What follows belongs to an exercise in optimizing a design on an open flow for small area, a short achievable clock period and few clock cycles; a production flow would make more cautious choices.
In this exercise RTL edits were held to simulation tests only and were not proved equivalent to the original.
No driver is modelled on the clock port, so clocking that relies on it looks cheaper here than on a real chip.
No activity file was given, so power comes from the tool's default toggle rates.

Setup of run 1:
Design cpu_core, start of the top module:
module cpu_core (
    input  logic        clk,
    input  logic        rst,
    input  logic [15:0] instr_in,
    output logic [15:0] pc,
    output logic        dmem_req_valid,
    output logic        dmem_req_store,
    output logic [15:0] dmem_req_addr,
    output logic [15:0] dmem_req_wdata,
    input  logic        dmem_rsp_credit,
    input  logic [15:0] dmem_rsp_rdata
);
Settings: LEC_CHECK=0, CAP_MARGIN=20, CORE_MARGIN=2, CORE_UTILIZATION=60, CTS_BUF_LIST=sky130_fd_sc_hd__clkbuf_4, SLEW_MARGIN=20; clock period 10.0 ns.
standard.sh (not shown) runs the stock make flow with config.mk's settings and CLKGATE_MAP_FILE= SYNTH_SCRIPT=/design/flow/synth_recipe.tcl, a recipe that flattens the netlist after the stock synthesis.
==> flow/flow/run.sh <==
#!/bin/bash
set -euo pipefail
MARGIN=${MARGIN:-6.1}
bash standard.sh \
  SETUP_SLACK_MARGIN=$MARGIN \
  "BUFFER_PORTS_ARGS=-buffer_cell sky130_fd_sc_hd__buf_1" \
  finish > flow_make.log 2>&1
In summary, run 1 completed successfully, with a layout that passed the timing, DRC and antenna checks.
Testbench counts of run 1, summed over its fixed seeds: cycles 43,778.
The following lists how run 2 was set up differently from run 1:
# run 1
export LEC_CHECK = 0
export CAP_MARGIN = 20
export CORE_MARGIN = 2
export CORE_UTILIZATION = 60
export CTS_BUF_LIST = sky130_fd_sc_hd__clkbuf_4
export SLEW_MARGIN = 20
create_clock -name core_clock -period 10.0 [get_ports {clk}]
# run 2
export LEC_CHECK = 0
export CAP_MARGIN = 20
export CORE_MARGIN = 2
export CORE_UTILIZATION = 50
export CTS_BUF_LIST = sky130_fd_sc_hd__clkbuf_16
export CTS_CLUSTER_DIAMETER = 120
export CTS_CLUSTER_SIZE = 25
export SLEW_MARGIN = 20
create_clock -name core_clock -period 10.0 [get_ports {clk}]
==> flow/flow/run.sh <==
#!/bin/bash
# Standard layout (the standard flow's synthesis, constraints and steps) with these
# changes to how it is made:
#  - port buffers are buf_1 cells instead of the default choice;
#  - up to clock-tree synthesis, timing repair aims for a setup margin of
#    M1 ns, so the resizer improves the critical paths below the 10 ns clock;
#    it repairs the worst path only (TNS_END_PERCENT 0), since only the
#    worst slack counts;
set -euo pipefail
M1=6.3
M2=5.9
BUF="BUFFER_PORTS_ARGS=-buffer_cell sky130_fd_sc_hd__buf_1"
bash standard.sh SETUP_SLACK_MARGIN=$M1 TNS_END_PERCENT=0 "$BUF" cts > flow_make_1.log 2>&1
bash standard.sh SETUP_SLACK_MARGIN=$M2 TNS_END_PERCENT=0 "$BUF" finish > flow_make_2.log 2>&1
Findings:
- On die width, the higher figure sits with run 2, not run 1.
- From run 1 to run 2 the numbers moved as follows: final setup slack of the worst path decreased by 0.28 ns relative to the old numbers; final critical-path required period increased by 0.28 ns relative to the old numbers; number of instances in the placed design increased by 66 relative to the old numbers; length of the first detailed-routing pass in iterations decreased by 3 relative to the old numbers; clock buffer count in the final layout decreased by 59 relative to the old numbers.
- Lower delay of the slowest cell on the worst path goes to run 2 over run 1.
- Largest voltage drop on the vdd net: run 2 vs run 1 up 0.010 mV
- Delta (run 2 minus run 1): required time of the critical path decreased 0.26 ns, number of cells on the critical path increased 4.
Setup changes, run 2 to run 3
# run 2
export LEC_CHECK = 0
export CAP_MARGIN = 20
export CORE_MARGIN = 2
export CORE_UTILIZATION = 50
export CTS_BUF_LIST = sky130_fd_sc_hd__clkbuf_16
export CTS_CLUSTER_DIAMETER = 120
export CTS_CLUSTER_SIZE = 25
export SLEW_MARGIN = 20
create_clock -name core_clock -period 10.0 [get_ports {clk}]
# run 3
export LEC_CHECK = 0
export CAP_MARGIN = 20
export CORE_MARGIN = 2
export CORE_UTILIZATION = 50
export CTS_BUF_LIST = sky130_fd_sc_hd__clkbuf_8
export SLEW_MARGIN = 20
create_clock -name core_clock -period 10.0 [get_ports {clk}]
==> flow/flow/run.sh <==
#!/bin/bash
# Standard layout (the standard flow's synthesis, constraints and steps) with three
# changes to how it is made:
#  - port buffers are buf_1 cells instead of the default choice;
#  - up to clock-tree synthesis, timing repair aims for a setup margin of
#    M1 ns, so the resizer improves the critical paths below the 10 ns clock;
set -euo pipefail
M1=6.2
M2=5.8
BUF="BUFFER_PORTS_ARGS=-buffer_cell sky130_fd_sc_hd__buf_1"
bash standard.sh SETUP_SLACK_MARGIN=$M1 "$BUF" cts > flow_make_1.log 2>&1
bash standard.sh SETUP_SLACK_MARGIN=$M2 "$BUF" finish > flow_make_2.log 2>&1
==> comparison <==
Run 3: done, clean on timing, DRC and antenna
Net count of the finished layout for run 3: 33 up relative to run 2
Compared with run 2, run 3 is the more power-hungry design.
Run 3 vs. run 2: minimum period implied by the final worst setup slack went down by 0.27 ns.
For run 2, the worst setup path startpoint was s1[7]$_DFFE_PN_, unlike run 3, where it was sb[7]$_DFFE_PN_.
Relative to run 2, buffer share of cell area has decreased by 0.30 points in run 3.
A standard cell with the maximum stage delay on the critical path of or4b_4 is what run 2 shows, while edfxtp_1 belongs to run 3.
Summary of run 3 over run 2: number of buffers on the longest clock path closely matched the old numbers; share of the clock period used by the worst path after layout has decreased; via count increased by 287 relative to the old numbers; signal arrival time at the worst endpoint decreased by 0.37 ns relative to the old numbers; cell area power density shows an increase of about 3.7%.
Min reported net switching power across run 2 and run 3: run 2
The following lists how run 4 was set up differently from run 3:
# run 3
export LEC_CHECK = 0
export CAP_MARGIN = 20
export CORE_MARGIN = 2
export CORE_UTILIZATION = 50
export CTS_BUF_LIST = sky130_fd_sc_hd__clkbuf_8
export SLEW_MARGIN = 20
create_clock -name core_clock -period 10.0 [get_ports {clk}]
# run 4
export LEC_CHECK = 0
export CAP_MARGIN = 20
export CORE_MARGIN = 2
export CORE_UTILIZATION = 40
export SLEW_MARGIN = 20
create_clock -name core_clock -period 10.0 [get_ports {clk}]
==> flow/flow/run.sh <==
#!/bin/bash
set -euo pipefail
MARGIN=${MARGIN:-6.1}
bash standard.sh \
  SETUP_SLACK_MARGIN=$MARGIN \
  "BUFFER_PORTS_ARGS=-buffer_cell sky130_fd_sc_hd__buf_1" \
  finish > flow_make.log 2>&1
## What came out
Re time the final worst path needs with I/O delays and setup: run 4 is 0.054 ns down on run 3.
In run 4 the total placed instance area turned out about 0.56% higher than in run 3.
Layout-stage area growth over the synthesis result (lower): run 3
Max freq run 3 -> run 4: improved
Run 3 has a lower share of power burned in combinational logic than run 4.
Critical path required time (higher): run 4
Of run 4 and run 3, the lower maximum number of pins on one net before global-route repair belongs to run 3.
Number of non-clock inverters in the layout of run 4 falls short of that of run 3 slightly.
Run 4 ends up with a count of standard-cell rows that is 7 higher than in run 3.

---

Setup of run A:
cpu_core, a different RTL version from the one above (not shown whole).
For scale: about 1200 cells after synthesis, about 210 flip-flops, roughly 85 I/O pins.
==> flow/design.v (excerpt) <==
module cpu_core (
    input  logic        clk,
    input  logic        rst,
    input  logic [15:0] instr_in,
    output logic [15:0] pc,
    output logic        dmem_req_valid,
    output logic        dmem_req_store,
    output logic [15:0] dmem_req_addr,
    output logic [15:0] dmem_req_wdata,
    input  logic        dmem_rsp_credit,
    input  logic [15:0] dmem_rsp_rdata
);
    logic [1:0]  cls;
    logic [2:0]  op, dst;
    logic [4:0]  low;
    logic [7:0]  s1, sb;       
    logic        ir_valid;
    logic        credit_q;
    logic        ld_pending;
    logic [2:0]  ld_dst;
    logic [15:0] regs [8];
    logic        clr;
    logic [2:0] f_rb;
    assign f_rb = (instr_in[15:14] == 2'b10) ? instr_in[10:8] : instr_in[4:2];
    logic [15:0] imm;
    assign imm = {{11{low[4]}}, low};
    logic is_alu, is_mem, is_jmp, is_ld;
    assign is_alu = ~cls[1];
    assign is_mem = cls[1] & ~cls[0] & (op[2:1] == 2'b00);
    assign is_ld  = is_mem & ~op[0];
    assign is_jmp = cls[1] & cls[0];
    logic use_s1, use_sb, use_dst;
    assign use_s1  = is_alu | is_mem | (is_jmp & ~op[2]);
    assign use_sb  = (cls == 2'b00) | is_mem | (is_jmp & ~op[2]);
    assign use_dst = is_alu | is_ld;
    logic [15:0] a, rbv;
    always_comb begin
  ...
export LEC_CHECK = 0
export CAP_MARGIN = 20
export CORE_MARGIN = 2
export CORE_UTILIZATION = 50
export CTS_BUF_LIST = sky130_fd_sc_hd__clkbuf_16
export CTS_CLUSTER_DIAMETER = 120
export CTS_CLUSTER_SIZE = 25
export GPL_ROUTABILITY_DRIVEN = 0
export SLEW_MARGIN = 20
create_clock -name core_clock -period 10.0 [get_ports {clk}]
==> flow/flow/run.sh <==
#!/bin/bash
# Standard layout (the standard flow's synthesis, constraints and steps) with these
# changes to how it is made:
#  - port buffers are buf_1 cells instead of the default choice;
#  - up to clock-tree synthesis, timing repair aims for a setup margin of
#    M1 ns, so the resizer improves the critical paths below the 10 ns clock;
#    it repairs the worst path only (TNS_END_PERCENT 0), since only the
#    worst slack counts;
#  - after the standard post-CTS repair, flow/post_cts.tcl runs one more
#    sizing-only repair pass toward the same margin;
set -euo pipefail
M1=6.3
M2=5.95
BUF="BUFFER_PORTS_ARGS=-buffer_cell sky130_fd_sc_hd__buf_1"
HOOK="POST_CTS_TCL=$PWD/flow/post_cts.tcl"
bash standard.sh SETUP_SLACK_MARGIN=$M1 TNS_END_PERCENT=0 "$BUF" "$HOOK" cts > flow_make_1.log 2>&1
bash standard.sh SETUP_SLACK_MARGIN=$M2 TNS_END_PERCENT=0 "$BUF" finish > flow_make_2.log 2>&1
==> flow/flow/post_cts.tcl <==
# Extra sizing pass after the standard post-CTS repair: upsize and swap pins
# only, toward the same setup margin, then legalize again.
repair_timing -setup -setup_margin $::env(SETUP_SLACK_MARGIN) -repair_tns 0 -sequence sizeup,swap -verbose
detailed_placement
check_placement -verbose
Testbench counts of run A, summed over its fixed seeds: cycles 43,778.
The following lists how run B was set up differently from run A:
# run A
export LEC_CHECK = 0
export CAP_MARGIN = 20
export CORE_MARGIN = 2
export CORE_UTILIZATION = 50
export CTS_BUF_LIST = sky130_fd_sc_hd__clkbuf_16
export CTS_CLUSTER_DIAMETER = 120
export CTS_CLUSTER_SIZE = 25
export GPL_ROUTABILITY_DRIVEN = 0
export SLEW_MARGIN = 20
create_clock -name core_clock -period 10.0 [get_ports {clk}]
# run B
export LEC_CHECK = 0
export CAP_MARGIN = 20
export CORE_MARGIN = 2
export CORE_UTILIZATION = 50
export CTS_BUF_LIST = sky130_fd_sc_hd__clkbuf_16
export CTS_CLUSTER_DIAMETER = 120
export CTS_CLUSTER_SIZE = 25
export SLEW_MARGIN = 20
create_clock -name core_clock -period 10.0 [get_ports {clk}]
diff --git a/flow/flow/run.sh b/flow/flow/run.sh
--- a/flow/flow/run.sh
+++ b/flow/flow/run.sh
@@ -9,2 +8,0 @@
-#  - after the standard post-CTS repair, flow/post_cts.tcl runs one more
-#    sizing-only repair pass toward the same margin;
@@ -12,2 +10,2 @@
-M1=6.3
-M2=5.95
+M1=6.1
+M2=5.7
@@ -15,2 +13 @@
-HOOK="POST_CTS_TCL=$PWD/flow/post_cts.tcl"
-bash standard.sh SETUP_SLACK_MARGIN=$M1 TNS_END_PERCENT=0 "$BUF" "$HOOK" cts > flow_make_1.log 2>&1
+bash standard.sh SETUP_SLACK_MARGIN=$M1 TNS_END_PERCENT=0 "$BUF" cts > flow_make_1.log 2>&1
removed: flow/flow/post_cts.tcl
Notes after the runs:
- Per the final summary, run A finished and its layout is clean on timing, DRC and antenna.
- Run B finished every stage and its layout cleared the timing, DRC and antenna checks.
- Global-route wire length before repair ended up 400 um lower on run B than on run A.
- Changes observed in run B relative to run A: data required time of the critical path down 20 ps, layout overhead on the synthesized area down 2.9 points.
- Final cell count: run B and run A compared, higher one is run A
- Maximum fanout count along the critical path: run B < run A
- In run B relative to run A, detail-routed via count per cell had gone down slightly.
- Delta (run B minus run A): share of power burned in combinational logic decreased 1.2 points, pin slew with the least headroom to its limit increased 160 ps.
--- input diff run B..run C ---
# run B
export LEC_CHECK = 0
export CAP_MARGIN = 20
export CORE_MARGIN = 2
export CORE_UTILIZATION = 50
export CTS_BUF_LIST = sky130_fd_sc_hd__clkbuf_16
export CTS_CLUSTER_DIAMETER = 120
export CTS_CLUSTER_SIZE = 25
export SLEW_MARGIN = 20
create_clock -name core_clock -period 10.0 [get_ports {clk}]
# run C
export LEC_CHECK = 0
export CAP_MARGIN = 20
export CORE_MARGIN = 2
export CORE_UTILIZATION = 50
export CTS_BUF_LIST = sky130_fd_sc_hd__clkbuf_8
export SLEW_MARGIN = 20
create_clock -name core_clock -period 10.0 [get_ports {clk}]
diff --git a/flow/flow/run.sh b/flow/flow/run.sh
--- a/flow/flow/run.sh
+++ b/flow/flow/run.sh
@@ -10,2 +10,2 @@
-M1=6.1
-M2=5.7
+M1=6.3
+M2=5.9
[summary]
Detailed route, run C vs run B: via total higher for run C. Logic gate share of total power for run C is lower than for run B. Register-to-register slack was lower in run B than in run C. Re routed wirelength normalized by instance count: run B was higher than run C. Run C: post-cts resize count is 120% higher than what run B reported. Of run B and run C, the run reporting the lower final worst slack was run B. Fill cell total of the finished layout in run C is about 3.4% lower than in run B.
Input changes introduced in run D (baseline for comparison: run C):
# run C
export LEC_CHECK = 0
export CAP_MARGIN = 20
export CORE_MARGIN = 2
export CORE_UTILIZATION = 50
export CTS_BUF_LIST = sky130_fd_sc_hd__clkbuf_8
export SLEW_MARGIN = 20
create_clock -name core_clock -period 10.0 [get_ports {clk}]
# run D
export LEC_CHECK = 0
export CAP_MARGIN = 20
export CORE_MARGIN = 2
export CORE_UTILIZATION = 50
export CTS_BUF_LIST = sky130_fd_sc_hd__clkbuf_16
export CTS_CLUSTER_DIAMETER = 120
export CTS_CLUSTER_SIZE = 25
export SLEW_MARGIN = 20
create_clock -name core_clock -period 10.0 [get_ports {clk}]
diff --git a/flow/flow/run.sh b/flow/flow/run.sh
--- a/flow/flow/run.sh
+++ b/flow/flow/run.sh
@@ -8,0 +9,2 @@
+#  - after the standard post-CTS repair, flow/post_cts.tcl runs one more
+#    sizing-only repair pass toward the same margin;
@@ -10,2 +12,2 @@
-M1=6.3
-M2=5.9
+M1=6.4
+M2=6.0
@@ -13 +15,2 @@
-bash standard.sh SETUP_SLACK_MARGIN=$M1 TNS_END_PERCENT=0 "$BUF" cts > flow_make_1.log 2>&1
+HOOK="POST_CTS_TCL=$PWD/flow/post_cts.tcl"
+bash standard.sh SETUP_SLACK_MARGIN=$M1 TNS_END_PERCENT=0 "$BUF" "$HOOK" cts > flow_make_1.log 2>&1
==> flow/flow/post_cts.tcl (new file) <==
# Extra sizing pass after the standard post-CTS repair: upsize and swap pins
# only, toward the same setup margin, then legalize again.
repair_timing -setup -setup_margin $::env(SETUP_SLACK_MARGIN) -repair_tns 0 -sequence sizeup,swap -verbose
detailed_placement
check_placement -verbose
Results
Run D ended with every stage complete and zero timing, DRC or antenna violations. On first-iteration DRC count, the higher figure sits with run D, not run C. | relative contribution of the clock network to total power | run D vs run C | 6.3 points lower |. Against run C, wire length in run D came out worse. Run D does worse than run C on design area. Relative to run C, area added between synthesis and finish increased by 2.4 points in run D. Largest incremental delay on the critical path: run D higher than run C. From run C to run D, non-clock inverter total of the final layout did not move at all. Critical path capture point: regs[0][15] -> run C, regs[2][15] -> run D. Re time the final worst path needs with I/O delays and setup: run D is 190 ps down on run C. The core of run D is more densely filled than that of run C.
> inputs changed (run D -> run E)
diff --git a/flow/flow/run.sh b/flow/flow/run.sh
--- a/flow/flow/run.sh
+++ b/flow/flow/run.sh
@@ -12,2 +12,2 @@
-M1=6.4
-M2=6.0
+M1=6.3
+M2=5.95
@@ -16,2 +16,2 @@
-bash standard.sh SETUP_SLACK_MARGIN=$M1 TNS_END_PERCENT=0 "$BUF" "$HOOK" cts > flow_make_1.log 2>&1
-bash standard.sh SETUP_SLACK_MARGIN=$M2 TNS_END_PERCENT=0 "$BUF" finish > flow_make_2.log 2>&1
+bash standard.sh SETUP_SLACK_MARGIN=$M1 TNS_END_PERCENT=0 MATCH_CELL_FOOTPRINT=0 "$BUF" "$HOOK" cts > flow_make_1.log 2>&1
+bash standard.sh SETUP_SLACK_MARGIN=$M2 TNS_END_PERCENT=0 MATCH_CELL_FOOTPRINT=0 "$BUF" finish > flow_make_2.log 2>&1
==> results.txt <==
On run E: via count is about 4% lower than what run D gave. Run E reports a lower combinational group share of total power than run D does. Global-route met1 utilization is higher on run D. [run E vs run D] via count of the first global-routing pass: lower in run E. Setup slack in run E is smaller than in run D. Diff run D -> run E | power consumption | down by a few percent. Run E ended up with a lower area of the multi-input gates than run D did. The final reports for run E and run D show number of stages on the worst setup path higher in the former.

==> afterwards: timing with drivers on the ports <==
In the flow no input, the clock included, has a driving cell. The finished layouts below were timed again as built, in two steps.
Step 1, drivers: a clkbuf_16 drives clk and a buf_2 each remaining input, both assumed.
Step 2 times the ports against the registers' clock, not the clock port: input delays grow and output delays shrink by t, the midpoint of the rising clock arrivals with the driver on.
a / b / c = no drivers / after step 1 / after step 2; a / b = the first two.
run | t (ns) | setup slack, ns | cell pins on the clock port's net
run 1 | 0.724 | 6.050 / 6.050 / 5.535 | 1
run 2 | 0.550 | 5.774 / 5.774 / 5.526 | 1
run 3 | 0.592 | 6.043 / 6.043 / 5.591 | 1
run 4 | 0.587 | 6.096 / 6.096 / 5.603 | 1
run A | 0.532 | 6.077 / 6.077 / 5.897 | 1
run B | 0.536 | 5.693 / 5.693 / 5.574 | 1
run C | 0.567 | 5.942 / 5.942 / 5.835 | 1
run D | 0.532 | 6.134 / 6.134 / 5.837 | 1
run E | 0.536 | 5.987 / 5.987 / 5.796 | 1
After both steps setup and hold are still met in every run listed. For run 1, which loses most, drivers alone change the setup slack by 0.000 ns; drivers and shift together by -0.515 ns.
